From an optimization exercise on the open Yosys and OpenROAD flow, aimed at small area and a short achievable clock period; shortcuts taken in it are not production practice.
At most, simulation tests tie the RTL to the original design; equivalence was not proved.
Power figures rest on the tool's default switching activity, not on a simulated workload.

// csr_unit
module csr_unit (
    input  logic                      clk,
    input  logic                      rst,
    input  logic                      new_request,
    input  logic [12-1:0]    csr_addr,
    input  logic [1:0]                csr_op,
    input  logic [32-1:0]      rs1,
    input  logic                      read_regs,
    input  logic                      commit,
    input  logic                      exception_valid,
    input  logic [4-1:0]   exception_code,
    input  logic [32-1:0]      exception_pc,
    input  logic                      mret,
    input  logic                      instruction_complete,
    output logic                      csr_exception,
    output logic [32-1:0]      wb_csr,
    output logic [32-1:0]      trap_pc,
    output logic [32-1:0]      csr_mepc,
    output logic [1:0]                current_privilege
);
    logic        pm;
    logic        mie, mpie;
    logic [1:0]  mpp;
    logic [31:2] mtvec;
    logic [31:2] mepc;
    logic [31:0] mcause;
    logic [31:0] mscratch;
    logic [63:0] mcycle;
    logic [63:0] minstret;
    logic        instret_inc;
    logic [11:0] a;
    assign a = csr_addr;
    logic is_m3, is_ctr, is_ctr_m;
    logic h_mstatus, h_misa, h_mtvec, h_mscratch, h_mepc, h_mcause, h_mhartid;
    logic h_cyc_lo, h_cyc_hi, h_ins_lo, h_ins_hi;
    assign is_m3      = a[11:8] == 4'h3;
    assign h_mstatus  = is_m3 && a[7:0] == 8'h00;
    assign h_misa     = is_m3 && a[7:0] == 8'h01;
    assign h_mtvec    = is_m3 && a[7:0] == 8'h05;
    assign h_mscratch = is_m3 && a[7:0] == 8'h40;
    assign h_mepc     = is_m3 && a[7:0] == 8'h41;
    assign h_mcause   = is_m3 && a[7:0] == 8'h42;
    assign h_mhartid  = a == 12'hF14;
    assign is_ctr     = (a[11:8] == 4'hB || a[11:8] == 4'hC) && a[6:2] == 5'd0 && !a[0];
    assign is_ctr_m   = is_ctr && !a[10];
    assign h_cyc_lo   = is_ctr && !a[7] && !a[1];
    assign h_cyc_hi   = is_ctr &&  a[7] && !a[1];
    assign h_ins_lo   = is_ctr && !a[7] &&  a[1];
    assign h_ins_hi   = is_ctr &&  a[7] &&  a[1];
    csr_illegal illegal_i (
        .a           (a),
        .new_request (new_request),
  ...
Size in the first run: about 1600 cells after synthesis, ~290 flip-flops, ~15000 sq um of cells after synthesis.
export LEC_CHECK = 0
export CAP_MARGIN = 20
export CORE_MARGIN = 2
export CORE_UTILIZATION = 40
export CTS_BUF_LIST = sky130_fd_sc_hd__clkbuf_4 sky130_fd_sc_hd__clkbuf_8
export SETUP_SLACK_MARGIN = 1.9
export SLEW_MARGIN = 20
export SYNTH_HIERARCHICAL = 1
create_clock -name core_clock -period 4.2 [get_ports {clk}]
standard.sh (not shown) runs the stock make flow with config.mk's settings and CLKGATE_MAP_FILE= SYNTH_SCRIPT=/design/flow/synth_recipe.tcl, a recipe that flattens the netlist after the stock synthesis.
==> flow/flow/run.sh <==
#!/bin/bash
# Standard layout, with the port buffers inserted as buf_1 (the resizer sizes them up where timing needs it)
set -euo pipefail
export BUFFER_PORTS_ARGS="-buffer_cell sky130_fd_sc_hd__buf_1"
bash standard.sh finish > standard.log 2>&1
The first run finished with timing, DRC and antenna clean.
Rerun with:
--- a/flow/config.mk
+++ b/flow/config.mk
@@ -9,6 +9,7 @@
 export CORE_MARGIN = 2
 export CORE_UTILIZATION = 40
-export CTS_BUF_LIST = sky130_fd_sc_hd__clkbuf_4 sky130_fd_sc_hd__clkbuf_8
-export SETUP_SLACK_MARGIN = 1.9
+export CTS_CLUSTER_DIAMETER = 100
+export CTS_CLUSTER_SIZE = 30
+export SETUP_SLACK_MARGIN = 2.0
 export SLEW_MARGIN = 20
 export SYNTH_HIERARCHICAL = 1
What happened: Critical path depth is lower by 1; sequential share of layout area is lower by 1.9 points; total power is lower by 14%; routed wire length is higher by 9.9%; sequential power is about the same.

========
== oak ==
Another version of the RTL of csr_unit (not shown whole).
For scale: ~190 I/O pins.
clock: 4.2 ns
lec_check: 0
cap_margin: 20
core_margin: 2
core_utilization: 40
cts_buf_list: sky130_fd_sc_hd__clkbuf_8
cts_cluster_diameter: 60
cts_cluster_size: 12
setup_slack_margin: 1.85
slew_margin: 20
synth_hierarchical: 1
==> flow/flow/run.sh <==
#!/bin/bash
# Standard layout (standard.sh) with these changes:
# - the port buffers are inserted as buf_1 (later repair sizes them up where needed);
# - before floorplan, every combinational cell off the csr_exception path is set to
#   the smallest drive strength of its function (downsize.tcl); the floorplan,
#   placement and CTS repair steps then size up what timing, slew and capacitance need;
# - after global placement, the input buffers feeding the csr_exception path are
#   set to buf_8 (portbuf.tcl).
# ORFS writes each step's full log under orfs/logs/; make's output goes to standard.log.
set -euo pipefail
here="$(cd "$(dirname "${BASH_SOURCE[0]}")" && pwd)"
export BUFFER_PORTS_ARGS="-buffer_cell sky130_fd_sc_hd__buf_1"
export PRE_FLOORPLAN_TCL="$here/downsize.tcl"
export POST_GLOBAL_PLACE_TCL="$here/portbuf.tcl"
bash standard.sh finish > standard.log 2>&1
Other scripts of this flow, unchanged in this note and not shown: flow/flow/cone.tcl, flow/flow/downsize.tcl, flow/flow/portbuf.tcl
--- input diff oak..pine ---
- SETUP_SLACK_MARGIN changed from 1.85 to 1.7
Met2 wire length: pine lower than oak. pine vs. oak: logic gate share of total power now sits lower; sequential share of power now sits lower; worst endpoint data arrival time now sits higher; post-layout total power now sits higher. pine vs oak — maximum clock frequency dropped slightly.
No functional check of the RTL was part of any run of this note.

========
csr_unit, a different RTL version from the one above (not shown whole).
Settings: LEC_CHECK=0, CAP_MARGIN=20, CORE_MARGIN=2, CORE_UTILIZATION=40, CTS_BUF_LIST=sky130_fd_sc_hd__clkbuf_8, CTS_CLUSTER_DIAMETER=60, CTS_CLUSTER_SIZE=16, SETUP_SLACK_MARGIN=1.85, SLEW_MARGIN=20, SYNTH_HIERARCHICAL=1; clock period 4.2 ns.
Scripts as last shown in full above: flow/flow/run.sh
Other scripts of this flow, unchanged in this note and not shown: flow/flow/cone.tcl, flow/flow/downsize.tcl, flow/flow/portbuf.tcl
Rerun with:
Settings changed: CTS_CLUSTER_SIZE 16 to 12.
The new run passed the timing, design-rule and antenna checks.
Power decreases by 0.51%.
Worst setup slack gets better by 0.042 ns.
Global-route usage hardly moves.
Rerun with:
Settings changed: SETUP_SLACK_MARGIN 1.85 to 1.7.
Effect: Power falls by about 2%. Sequential power hardly moves. Critical path depth rises by 2. Wire length falls by 1.1%. Via count falls by 0.47%. Global-route usage falls by 0.54 points. Register-to-register slack is worse by 0.10 ns. Clock skew hardly moves. Hold slack is better by 0.011 ns.
Rerun with:
Settings changed: SETUP_SLACK_MARGIN 1.7 to 1.95.
Count of clock-buffer cells in the layout came out higher by 1.
First-iteration DRC count came out lower by 8.1%.
Wire length came out higher by 0.50%.
Sequential cell count does not change.

-- port drivers added, routing unchanged --
In the flow no input, the clock included, has a driving cell. The finished layouts below were timed again as built, in two steps.
Step 1 assumes that a clkbuf_16 drives the clock port and a buf_2 every other input.
Step 2 adds t to the input delays and takes it off the output delays; t is the mean of the earliest and latest rising clock arrival at the registers after step 1. Input paths then give back, and output paths get back, about the clock's delay inside the block.
Slacks: no drivers / after step 1 / after step 2; pairs: no drivers / after step 1.
run	t (ns)	slack for setup (ns)	clock arrival spread, ns	slew at the worst register clock pin (ns)	worst data-port slew with drivers (ns)
the first run of note 1	0.633	1.597 / 1.552 / 1.275	0.017 / 0.017	0.07 / 0.07	0.08
the second run of note 1	0.566	1.638 / 1.597 / 1.284	0.040 / 0.039	0.12 / 0.12	0.08
oak	0.623	1.748 / 1.686 / 1.223	0.025 / 0.025	0.09 / 0.09	0.08
pine	0.635	1.729 / 1.684 / 1.164	0.025 / 0.025	0.09 / 0.09	0.07
the first run of note 3	0.631	1.731 / 1.686 / 1.256	0.026 / 0.026	0.11 / 0.11	0.08
the second run of note 3	0.655	1.773 / 1.720 / 1.251	0.027 / 0.027	0.09 / 0.09	0.08
the third run of note 3	0.649	1.673 / 1.655 / 1.050	0.026 / 0.025	0.09 / 0.09	0.07
the fourth run of note 3	0.649	1.770 / 1.727 / 1.371	0.031 / 0.030	0.10 / 0.10	0.08
After both steps setup and hold are still met in every run listed. The setup slack of the third run of note 3, which loses most, moves by -0.018 ns with the drivers and by -0.623 ns with both steps.
